From an optimization exercise on the open Yosys and OpenROAD flow, aimed at small area, a short achievable clock period and few clock cycles per item; shortcuts taken in it are not production practice.
Only simulation tests tie the RTL to the original design; equivalence was not proved.
Power figures rest on the tool's default switching activity, not on a simulated workload.

==> flow/design.v <==
package rv_pkg;
    localparam logic [6:0] OP_REG = 7'b0110011;
    localparam logic [6:0] OP_IMM = 7'b0010011;
    localparam logic [6:0] F7_BASE = 7'b0000000;
    localparam logic [6:0] F7_ALT = 7'b0100000;
endpackage
module rv_regfile #(
    parameter int XLEN = 32,
    parameter int NREGS = 32
) (
    input  logic            clk,
    input  logic            rst,
    input  logic            we,
    input  logic [4:0]      waddr,
    input  logic [XLEN-1:0] wdata,
    input  logic [4:0]      raddr_a,
    input  logic [4:0]      raddr_b,
    input  logic [4:0]      dbg_addr,
    output logic [XLEN-1:0] rdata_a,
    output logic [XLEN-1:0] rdata_b,
    output logic [XLEN-1:0] dbg_data
);
    logic [XLEN-1:0] regs [1:NREGS-1];
    logic [NREGS-1:1] vld;
    logic [NREGS-1:1] sel_a, sel_b, sel_d;
    always_comb begin
        for (int i = 1; i < NREGS; i++) begin
            sel_a[i] = vld[i] && raddr_a == i;
            sel_b[i] = vld[i] && raddr_b == i;
            sel_d[i] = vld[i] && dbg_addr == i;
        end
    end
    always_comb begin
        rdata_a = '0;
        rdata_b = '0;
        dbg_data = '0;
        for (int i = 1; i < NREGS; i++) begin
            rdata_a = rdata_a | (regs[i] & {XLEN{sel_a[i]}});
            rdata_b = rdata_b | (regs[i] & {XLEN{sel_b[i]}});
            dbg_data = dbg_data | (regs[i] & {XLEN{sel_d[i]}});
        end
    end
    always_ff @(posedge clk) begin
        for (int i = 1; i < NREGS; i++) begin
            if (rst) vld[i] <= 1'b0;
            else if (we && waddr == i) vld[i] <= 1'b1;
        end
    end
    always_ff @(posedge clk) begin
        for (int i = 1; i < NREGS; i++) begin
            if (we && waddr == i) regs[i] <= wdata;
        end
    end
endmodule
module rv_alu_exec #(
    parameter int XLEN = 32,
    parameter int NREGS = 32
) (
    input  logic            clk,
    input  logic            rst,
    input  logic            instr_valid,
    output logic            instr_ready,
    input  logic [31:0]     instr,
    output logic            wb_valid,
    output logic [4:0]      wb_rd,
    output logic [XLEN-1:0] wb_data,
    output logic            wb_illegal,
    input  logic [4:0]      dbg_addr,
    output logic [XLEN-1:0] dbg_data
);
    logic [6:0] opc, f7;
    logic [2:0] f3;
    logic [4:0] rd, rs1, rs2;
    logic is_reg, is_imm, legal, alt, inv_b;
    logic [XLEN-1:0] rf_a, rf_b, op_a, op_b, imm;
    assign opc = instr[6:0];
    assign rd = instr[11:7];
    assign f3 = instr[14:12];
    assign rs1 = instr[19:15];
    assign rs2 = instr[24:20];
    assign f7 = instr[31:25];
    assign is_reg = opc == rv_pkg::OP_REG;
    assign is_imm = opc == rv_pkg::OP_IMM;
    assign legal = is_reg ? (f7 == rv_pkg::F7_BASE || (f7 == rv_pkg::F7_ALT && (f3 == 3'd0 || f3 == 3'd5)))
                 : is_imm ? (f3 == 3'd1 ? f7 == rv_pkg::F7_BASE
                           : f3 == 3'd5 ? (f7 == rv_pkg::F7_BASE || f7 == rv_pkg::F7_ALT)
                           : 1'b1)
                 : 1'b0;
    assign alt = instr[30] && (is_reg || f3 == 3'd5);
    assign inv_b = (f3 == 3'd0 && alt) || f3 == 3'd2 || f3 == 3'd3;
    assign imm = {{(XLEN-12){instr[31]}}, instr[31:20]};
    assign instr_ready = !rst;
    logic ex_valid, ex_legal, ex_wr, ex_cin, ex_sra, ex_sll;
    logic [4:0] ex_rd;
    logic ex_s_add, ex_s_sll, ex_s_slt, ex_s_sltu, ex_s_xor, ex_s_sr, ex_s_or, ex_s_and;
    logic [XLEN-1:0] ex_a, ex_b, res;
    assign op_a = (ex_wr && ex_rd == rs1) ? res : rf_a;
    assign op_b = is_imm ? imm : (ex_wr && ex_rd == rs2) ? res : rf_b;
    always_ff @(posedge clk) begin
        ex_valid <= instr_valid && !rst;
        ex_legal <= legal;
        ex_rd <= rd;
        ex_cin <= inv_b;
        ex_sra <= alt;
        ex_sll <= f3 == 3'd1;
        ex_s_add <= legal && f3 == 3'd0;
        ex_s_sll <= legal && f3 == 3'd1;
        ex_s_slt <= legal && f3 == 3'd2;
        ex_s_sltu <= legal && f3 == 3'd3;
        ex_s_xor <= legal && f3 == 3'd4;
        ex_s_sr <= legal && f3 == 3'd5;
        ex_s_or <= legal && f3 == 3'd6;
        ex_s_and <= legal && f3 == 3'd7;
        ex_a <= op_a;
        ex_b <= inv_b ? ~op_b : op_b;
    end
    assign ex_wr = ex_valid && ex_legal && ex_rd != 5'd0;
    logic [XLEN:0] sum;
    logic [XLEN-1:0] sh_in, shr, shl;
    logic [4:0] sh;
    logic lt, ltu;
    assign sh = ex_b[4:0];
    assign sum = {1'b0, ex_a} + {1'b0, ex_b} + {{XLEN{1'b0}}, ex_cin};
    assign ltu = !sum[XLEN];
    assign lt = (ex_a[XLEN-1] ^ ex_b[XLEN-1]) ? sum[XLEN-1] : ex_a[XLEN-1];
    always_comb begin
        for (int i = 0; i < XLEN; i++) sh_in[i] = ex_sll ? ex_a[XLEN-1-i] : ex_a[i];
    end
    assign shr = XLEN'($signed({ex_sra & ex_a[XLEN-1], sh_in}) >>> sh);
    always_comb begin
        for (int i = 0; i < XLEN; i++) shl[i] = shr[XLEN-1-i];
    end
    assign res = ({XLEN{ex_s_add}} & sum[XLEN-1:0])
               | ({XLEN{ex_s_sll}} & shl)
               | ({XLEN{ex_s_sr}} & shr)
               | ({XLEN{ex_s_xor}} & (ex_a ^ ex_b))
               | ({XLEN{ex_s_or}} & (ex_a | ex_b))
               | ({XLEN{ex_s_and}} & (ex_a & ex_b))
               | {{(XLEN-1){1'b0}}, (ex_s_slt & lt) | (ex_s_sltu & ltu)};
    always_ff @(posedge clk) begin
        wb_valid <= ex_valid && !rst;
        wb_rd <= ex_rd;
        wb_illegal <= !ex_legal;
        wb_data <= res;
    end
    rv_regfile #(.XLEN(XLEN), .NREGS(NREGS)) u_regfile (
        .clk(clk),
        .rst(rst),
        .we(ex_wr),
        .waddr(ex_rd),
        .wdata(res),
        .raddr_a(rs1),
        .raddr_b(rs2),
        .dbg_addr(dbg_addr),
        .rdata_a(rf_a),
        .rdata_b(rf_b),
        .dbg_data(dbg_data)
    );
endmodule
==> flow/flow/run.sh <==
#!/bin/bash
# The standard layout, with two changes: a second, conservative antenna repair after global
# routing (flow/post_grt.tcl), and clock tree synthesis without dummy loads.
set -euo pipefail
F=$(cd "$(dirname "$0")" && pwd)
bash standard.sh \
  POST_GLOBAL_ROUTE_TCL="$F/post_grt.tcl" \
  "CTS_ARGS=-sink_clustering_enable -repair_clock_nets -dont_use_dummy_load -buf_list sky130_fd_sc_hd__clkbuf_8" \
  finish > standard_make.log 2>&1
==> flow/flow/post_grt.tcl <==
# After the standard global route and its antenna repair: repair again with a margin on the
# antenna ratios, so that the detailed route is less likely to need another antenna pass.
repair_antennas -iterations 3 -ratio_margin 30
check_placement -verbose
check_antennas
==> flow/standard.sh <==
#!/bin/bash
# synth_recipe.tcl (not shown) runs the flow's synth.tcl, then flattens the netlist and writes it again
# the make line also repeats each setting of config.mk as NAME=value (left out here)
make -C /OpenROAD-flow-scripts/flow DESIGN_CONFIG=/design/flow/config.mk WORK_HOME=/design/flow/orfs CLKGATE_MAP_FILE= SYNTH_SCRIPT=/design/flow/synth_recipe.tcl "${@:-finish}"
==> flow/config.mk <==
export PLATFORM = sky130hd
export DESIGN_NAME = rv_alu_exec
export DESIGN_NICKNAME = rv_alu_exec
export VERILOG_FILES = /design/flow/design.v
export SDC_FILE = /design/flow/constraint.sdc
export NUM_CORES = 4
export LEC_CHECK = 0
export CAP_MARGIN = 20
export CELL_PAD_IN_SITES_DETAIL_PLACEMENT = 1
export CELL_PAD_IN_SITES_GLOBAL_PLACEMENT = 1
export CORE_MARGIN = 2
export CORE_UTILIZATION = 40
export CTS_BUF_LIST = sky130_fd_sc_hd__clkbuf_8
export PLACE_DENSITY = 0.45
export SETUP_SLACK_MARGIN = 1.5
export SLEW_MARGIN = 20
==> flow/constraint.sdc <==
create_clock -name core_clock -period 6.0 [get_ports {clk}]
set_input_delay 1.2000 -clock core_clock [delete_from_list [all_inputs] [get_ports {clk}]]
set_output_delay 1.2000 -clock core_clock [all_outputs]
set_load 0.01 [all_outputs]
==> results of run 1 <==
-- synth_stat cells (75+ instances only) --
cell type    n
nor2_1     147
a221oi_1   217
dfxtp_1    152
a222oi_1    96
nand2_1    213
a21oi_1     96
nand4_1    104
clkbuf_1   409
edfxtp_1   992
a22o_1     217
inv_1       92
a22oi_1    807
and3_1     156
o21ai_0     75
nand3_1    410
-- metal layers --
| metal | track usage (%) | part of all wire [%] |
|---|---|---|
| met5 | 3.64 | 0.31 |
| met4 | 47.0 | 11 |
| met3 | 31.9 | 18 |
| met2 | 74.5 | 38 |
| met1 | 65.4 | 33 |
-- worst reg2reg max path, stage by stage (launching register included) --
cell	delay [ps]
dfxtp_4	610
mux4_1	780
mux4_2	580
mux2_2	330
nand2b_1	280
a221oi_1	510
o211ai_1	570
buf_4	450
-- cell type report --
type | instances | area, µm²
Inverter | 94 | 353
Tap cell | 1917 | 2400
Fill cell | 15100 | 75300
Multi-Input combinational cell | 3323 | 25300
Clock buffer | 194 | 2670
Timing Repair Buffer | 695 | 7120
Antenna cell | 76 | 190
Sequential cell | 1144 | 32800
-- flip-flops by register name (all words and copies together), names as in the netlist, 5 cells and up --
signal / count
u_regfile.regs: 992
wb_data: 32
ex_rd: 5
ex_a: 32
ex_b: 32
wb_rd: 5
u_regfile.vld: 31
-- power by group --
| part | total, mW | leakage [nW] | internal [mW] | switching [mW] |
|---|---|---|---|---|
| Clock | 5.96 | 1.40 | 2.82 | 3.14 |
| Combinational | 0.419 | 12.7 | 0.143 | 0.276 |
| Sequential | 8.57 | 12.6 | 8.55 | 0.0250 |
| Total | 15.0 | 26.7 | 11.5 | 3.44 |
-- cell usage in the layout (no fill, tap or decap), types with 64 or more instances in the layout --
cell	instances
edfxtp_1	992
a22oi_1	797
buf_4	443
nand3_1	408
a22o_1	214
nand2_1	213
clkbuf_8	194
a221oi_1	171
dfxtp_1	149
nor2_1	114
nand4_1	104
and3_1	100
buf_12	98
a222oi_1	96
a21oi_1	96
inv_1	91
diode_2	76
o21ai_0	72
clkdlybuf4s50_1	71
ha_1	64
-- logic make-up after synthesis --
family | share of synthesized area [%]
AOI/OAI and AO/OA | 23.3
buffers and inverters | 3.75
xor gates and xnor gates | 0.579
DFF | 55.7
and+or+nand+nor | 12.1
muxes | 3.12
adders and majority gates | 1.43
-- how the worst max path moves through the flow --
stage | startpoint | to | cells after the start | slack, ps
after global placement | dbg_addr[1] | dbg_data[27] | 8 | 10
after CTS | dbg_addr[2] | dbg_data[25] | 9 | 1410
after detailed placement | dbg_addr[1] | dbg_data[27] | 8 | 60
final | instr[24] | ex_b[5] | 11 | 1250
after floorplan | ex_b[3] | ex_b[11] | 13 | 1580
==> run_results.csv, run 1 <==
group,metric,value,unit
status,status,"no timing/DRC/antenna violations",
global_routing,grt_pass1_wl,568000,µm
synthesis,synthArstFlopShare,0,%
sta,fin_skew,121,ps
worst_setup_path,cp_num_buf_inv,3,
drt,first_pass_iters,15,
sta,hold_viol,0,
placed_design,placed_cells,7057,
floorplan,die_w,388,µm
worst_hold_path,min_path_type,"register to register",
drt,vias_per_cell,8.70,
pwr,power,15.0,mW
cells_and_area,instances_no_fill,7443,
cells_and_area,final_core_util,48.5,%
drt,wirelength,439000,µm
synthesis,ys.flop_type,"edfxtp_1",
worst_setup_path,worstPathRequired,6780,ps
worst_setup_path,rrSetupSlack,1560,ps
global_routing,antenna_found_initial,58,
sta,fin_setup_tns,0,ps
worst_setup_path,path_cells,"clkdlybuf4s50_1 -> buf_4 -> and3_1 -> and2_2 -> buf_4 -> a222oi_1 -> nand3_1 -> nor3_1 -> nand3_1 -> o311ai_0 -> xnor2_1",
synthesis,synth_area_leaders,"edfxtp_1, a22oi_1, dfxtp_1",
drt,drt_iter0_markers,16900,
synthesis,synth_area_per_cell,11.7,µm²
synthesis,synth_cells,5042,
clocking,htree_levels,4,
floorplan,placementRows,140,
floorplan,ios,112,
synthesis,synth_nets,5148,
drt,drc,0,
worst_setup_path,cp_top_family,"simple AND/OR/NAND/NOR gates",
placed_design,io_buffers,111,
sta,setup_ws,1250,ps
synthesis,syn_area,59000,µm²
sta,holdWs,404,ps
sta,tightest_slew,1430,ps
worst_setup_path,path_class,"input pin to register",
sta,setup_violations,0,
placed_design,placedInstanceArea,65600,µm²
sta,slew_viol_final,0,
worst_setup_path,path_max_fanout,33,
worst_setup_path,cpMaxStageDelayCell,"and2_2",
placed_design,dp_slack,63.3,ps
floorplan,chipHeight,388,µm
global_routing,grt_max_degree,36,
worst_hold_path,min_to,"wb_illegal",
clocking,hold_buffers,0,
sta,fin_crit,4750,ps
clocking,cts-root-buf,"clkbuf_8",
worst_setup_path,crit_path_start_kind,"input pin",
drt,ant_nets,0,
clocking,cts_buffers,194,
global_routing,grt-ovfl-total,0,
synthesis,synth_edf_count,992,
worst_setup_path,r2r-start,"ex_b[0]",
drt,wl_per_cell,59.0,µm
clocking,postCtsSetupBuffers,72,
global_routing,grt_pass1_vias,59500,
floorplan,initial_utilization,40.4,%
cells_and_area,finalInstanceArea,70800,µm²
pwr,p_leak,26.7,nW
worst_setup_path,cp-end-kind,"register",
cells_and_area,nets,5558,
clocking,cts_tree,"yes",
floorplan,core,146000,µm²
drt,num_vias,64700,
cells_and_area,area_growth,20.1,%
worst_hold_path,hold_depth,1,
flow_run,cap_violations,0,
synthesis,yosys.area.top_type,"edfxtp_1",
synthesis,yosysWarnings,3,
pwr,vdd_drop_max,0.190,mV
synthesis,ys_ff_latch,1144,
clocking,clock_latency,1000,ps
synthesis,synth_cell_type_count,87,
clocking,cts_buffer_depth,3,
worst_setup_path,arrival,5530,ps
placed_design,hpwl,281000,µm
cells_and_area,drive_above_1_share,21.2,%
global_routing,grt_use_total,56.5,%
worst_setup_path,slowest_delay,830,ps
worst_hold_path,hold_start,"ex_legal",
sta,max_freq,0.210,GHz
synthesis,yosysSeqAreaShare,55.7,%
clocking,cts_resized,300,
worst_setup_path,r2r_cells,7,
placed_design,place_congestion,1.08,
sta,slew-limit-headroom,4.80,%
clocking,cts.clk_slew.worst_paths,60,ps
worst_setup_path,r2r_end,"u_regfile.regs[18][23]",
sta,post-route-period-util,79.2,%
pwr,p_per_area,211,nW/µm²
floorplan,die_area,151000,µm²
clocking,clock_sinks,1144,
synthesis,synth_top_area_share,50.5,%
Testbench counts, summed over its fixed seeds: cycles 3,216, items 3,200.
==> run 2, diff against run 1 <==
--- a/flow/design.v
+++ b/flow/design.v
@@ -22,22 +22,30 @@
 );
     logic [XLEN-1:0] regs [1:NREGS-1];
     logic [NREGS-1:1] vld;
-    logic [NREGS-1:1] sel_a, sel_b, sel_d;
+    logic [NREGS-1:1] sel_a, sel_b;
     always_comb begin
         for (int i = 1; i < NREGS; i++) begin
             sel_a[i] = vld[i] && raddr_a == i;
             sel_b[i] = vld[i] && raddr_b == i;
-            sel_d[i] = vld[i] && dbg_addr == i;
         end
     end
+    logic [XLEN-1:0] dbg_tab [NREGS];
+    logic [NREGS-1:0] dbg_vld;
+    always_comb begin
+        dbg_tab[0] = '0;
+        dbg_vld[0] = 1'b0;
+        for (int i = 1; i < NREGS; i++) begin
+            dbg_tab[i] = regs[i];
+            dbg_vld[i] = vld[i];
+        end
+    end
+    assign dbg_data = dbg_vld[dbg_addr] ? dbg_tab[dbg_addr] : '0;
     always_comb begin
         rdata_a = '0;
         rdata_b = '0;
-        dbg_data = '0;
         for (int i = 1; i < NREGS; i++) begin
             rdata_a = rdata_a | (regs[i] & {XLEN{sel_a[i]}});
             rdata_b = rdata_b | (regs[i] & {XLEN{sel_b[i]}});
-            dbg_data = dbg_data | (regs[i] & {XLEN{sel_d[i]}});
         end
     end
     always_ff @(posedge clk) begin
==> flow/flow/run.sh (replaced) <==
#!/bin/bash
# The standard layout, with three changes: ports buffered with buf_4 (not a delay cell), clock
# tree synthesis without dummy loads, and a second, conservative antenna repair after global
# routing (flow/post_grt.tcl) so that the detailed route is less likely to need another pass.
set -euo pipefail
F=$(cd "$(dirname "$0")" && pwd)
bash standard.sh \
  "BUFFER_PORTS_ARGS=-buffer_cell sky130_fd_sc_hd__buf_4" \
  POST_GLOBAL_ROUTE_TCL="$F/post_grt.tcl" \
  "CTS_ARGS=-sink_clustering_enable -repair_clock_nets -dont_use_dummy_load -buf_list sky130_fd_sc_hd__clkbuf_8" \
  finish > standard_make.log 2>&1
==> flow/flow/post_grt.tcl (replaced) <==
# After the standard global route and its antenna repair: repair again with a margin on the
# antenna ratios, so that the detailed route is less likely to need another antenna pass.
repair_antennas -iterations 3 -ratio_margin 50
check_placement -verbose
check_antennas
--- a/flow/config.mk
+++ b/flow/config.mk
@@ -12,5 +12,5 @@
 export CORE_UTILIZATION = 40
 export CTS_BUF_LIST = sky130_fd_sc_hd__clkbuf_8
 export PLACE_DENSITY = 0.45
-export SETUP_SLACK_MARGIN = 1.5
+export SETUP_SLACK_MARGIN = 1.6
 export SLEW_MARGIN = 20
==> run 2 against run 1 <==
Compared with the run above:
- still clean
- synthesized cell count down 5.8%
- clock power grew 2%
- global-route usage decreased by 0.19 points
- count of clock-buffer cells in the layout is 3 higher
- sequential share of layout area grew 0.43 points
- first-iteration DRC count increased by 4.7%
- non-clock buffer count is 12 lower
- maximum frequency decreased by 1.7%
- critical path type is now input pin to output port
- critical endpoint is now dbg_data[0]
==> run_results.csv, run 2 <==
group,metric,value,unit
flow_run,cap_violations,0,
cells_and_area,regMostFlops,"u_regfile.regs",
worst_setup_path,arrival,3630,ps
sta,fin_crit,4830,ps
global_routing,grt_use_total,56.3,%
pwr,switching_power,3.63,mW
floorplan,placementRows,139,
global_routing,grt-ovfl-total,0,
sta,fin_setup_tns,0,ps
drt,vias_per_cell,8.65,
clocking,htree_levels,4,
synthesis,yosysSeqAreaShare,56.8,%
cells_and_area,instances_no_fill,7290,
synthesis,synthArstFlopShare,0,%
clocking,cts_buffers,197,
global_routing,gr-usage-met1,63.5,%
placed_design,io_buffers,111,
worst_hold_path,min_path_type,"input pin to register",
synthesis,synth_nets,4854,
floorplan,initial_utilization,40.3,%
placed_design,hpwl,265000,µm
cells_and_area,nets,5283,
placed_design,dp_slack,241,ps
pwr,p_int,11.6,mW
sta,holdWs,380,ps
drt,drt_iter0_markers,17700,
synthesis,synth_cells,4748,
clocking,cts.clk_slew.worst_paths,50,ps
synthesis,ys.flop_type,"edfxtp_1",
synthesis,synth_area_per_cell,12.2,µm²
cells_and_area,multi_input_area,24500,µm²
cells_and_area,final-seq-area,32800,µm²
worst_setup_path,path_max_fanout,6,
floorplan,chipHeight,384,µm
pwr,pwr-share-comb,4.1,%
pwr,switching_share,23.8,%
worst_setup_path,cp_num_buf_inv,6,
cells_and_area,n_fill_cell,14700,
drt,wl_per_cell,58.3,µm
sta,hold_viol,0,
cells_and_area,drive_above_1_share,24.2,%
synthesis,yosys.area.top_type,"edfxtp_1",
pwr,p_per_area,218,nW/µm²
worst_setup_path,slowest_delay,570,ps
cells_and_area,area_growth,21.5,%
synthesis,synth_cell_type_count,87,
sta,setup_ws,1170,ps
cells_and_area,final_core_util,48.9,%
global_routing,use_met2,73.8,%
worst_setup_path,cp-end-kind,"output port",
sta,tightest_slew,1320,ps
clocking,clock_sinks,1144,
placed_design,place_congestion,1.07,
pwr,vdd_drop_max,0.195,mV
clocking,cts_buffer_depth,3,
clocking,cts_resized,221,
global_routing,grt_pass1_wl,551000,µm
floorplan,ios,112,
worst_setup_path,cpMaxStageDelayCell,"nor3_4",
synthesis,synth_edf_count,992,
clocking,cts-root-buf,"clkbuf_8",
cells_and_area,layout_common_cells,"edfxtp_1, buf_4, a22oi_1, a22o_1, a221oi_1",
global_routing,antenna_found_initial,54,
drt,drc,0,
worst_setup_path,cp_top_family,"simple AND/OR/NAND/NOR gates",
sta,slew_viol_final,0,
synthesis,yosysWarnings,4,
worst_setup_path,crit_path_start_kind,"input pin",
synthesis,synth_top_area_share,51.6,%
global_routing,grt_max_degree,42,
drt,first_pass_iters,16,
synthesis,yosys-top-cells-count,"edfxtp_1, a22oi_1, a221oi_1",
clocking,postCtsSetupBuffers,129,
worst_setup_path,crit_top_cell,"buf_4",
pwr,p_clk_share,39.7,%
global_routing,grtUsageMet3,34.2,%
global_routing,busiest_layer,"met2",
floorplan,die_w,384,µm
synthesis,ys_ff_latch,1144,
pwr,p_leak,25.6,nW
sta,slew-limit-headroom,12.1,%
clocking,hold_buffers,0,
worst_setup_path,worstPathRequired,4800,ps
clocking,clock_latency,1000,ps
floorplan,die_area,147000,µm²
floorplan,core,143000,µm²
cells_and_area,largest_register_ffs,992,
status,status,"no timing/DRC/antenna violations",
drt,num_vias,63100,
global_routing,grt_pass1_vias,57100,
sta,setup_violations,0,
drt,wirelength,425000,µm
drt,ant_nets,0,
pwr,seqPwrFrac,56.2,%
synthesis,syn_area,57800,µm²
synthesis,synth_area_leaders,"edfxtp_1, a221oi_1, a22o_1",
clocking,cts_tree,"yes",
sta,max_freq,0.207,GHz
sta,post-route-period-util,80.6,%
worst_setup_path,path_class,"input pin to output port",
placed_design,placed_cells,6688,
cells_and_area,final_common_cell,"edfxtp_1",
synthesis,yosysMostFrequentCell,"edfxtp_1",
worst_setup_path,path_cells,"buf_12 -> or3b_4 -> buf_4 -> nor2_4 -> buf_6 -> buf_12 -> a222oi_1 -> nand3_1 -> nor3_4 -> buf_4 -> nor2_2 -> buf_4",
sta,fin_skew,132,ps
## run 2: metrics by stage
step | total power [mW] | cell area (µm²)
after global placement | 9.23 | 63100
final | 15.3 | 70200
after detailed placement | 9.24 | 63300
after CTS | 15.2 | 68400
after floorplan | 8.99 | 57800
## run 2: final cells by class
class                      count  share of cell area, %
multi-input combinational   3063                   35.0
tap                         1903                   3.39
clock buffer                 197                   3.86
antenna                      212                  0.756
sequential                  1144                   46.8
timing repair buffer         683                   9.77
inverter                      88                  0.471
## run 2: logic make-up (layout without fill, tap and decap cells)
group | count (synthesis) | after routing | share of synthesized area (%)
AOI/OAI and AO/OA | 1860 | 1860 | 25.8
DFF | 1144 | 1144 | 56.8
and+or+nand+nor | 979 | 979 | 8.53
buffers and inverters | 541 | 968 | 3.60
muxes | 104 | 104 | 2.94
adders and majority gates | 66 | 66 | 1.46
xor gates and xnor gates | 54 | 54 | 0.819
other | 0 | 212 | 0
## run 2: path summary, 6_finish.rpt
check                   start          end  slack, ps  depth (start not counted)
hold reg to reg      ex_legal   wb_illegal        450                          1
setup / recovery  dbg_addr[2]  dbg_data[0]       1170                         12
setup reg to reg     ex_a[16]     ex_a[31]       1400                         11
hold / removal      instr[11]     ex_rd[4]        380                          1
## run 2: power by group through the flow
stage	combinational (mW)	sequential (mW)	clock, mW
2_1_floorplan	0.257	8.73	0
3_5_place_dp	0.498	8.74	0
6_report	0.627	8.58	6.07
4_1_cts	0.566	8.58	6.00
3_3_place_gp	0.490	8.74	0
## run 2: metal layers
layer | share of wire (%) | wire, µm | vias up
met3 | 18 | 77100 | 3021
met4 | 11 | 48300 | 65
met5 | 0.25 | 1050 | -
met2 | 38 | 163000 | 8265
met1 | 32 | 136000 | 30700
li1 | - | - | 21100
Testbench counts of run 2, summed over its fixed seeds: cycles 3,216, items 3,200.

separate check: timing with driven ports:
In the flow no input, the clock included, has a driving cell. The finished layouts below were timed again as built, in two steps.
Step 1 (the two cells are an assumption about what drives the block):
set clk [get_ports {clk}]
set_driving_cell -lib_cell sky130_fd_sc_hd__clkbuf_16 $clk
set_driving_cell -lib_cell sky130_fd_sc_hd__buf_2 [delete_from_list [all_inputs] $clk]
Step 2 adds t to the input delays and takes it off the output delays; t is the mean of the earliest and latest rising clock arrival at the registers after step 1. Input paths then give back, and output paths get back, about the clock's delay inside the block.
a / b / c = ideal / step 1 / step 2; a / b = the first two.
run | shift t [ns] | setup slack, ns | clock arrival spread, ns | cell pins on the clock port's net
run 1 | 1.015 | 1.246 / 1.252 / 0.284 | 0.152 / 0.152 | 1
run 2 | 1.020 | 1.165 / 0.901 / 0.691 | 0.132 / 0.132 | 1
After both steps setup and hold are still met in every run listed. The setup slack of run 1, which loses most, moves by +0.006 ns with the drivers and by -0.962 ns with both steps.
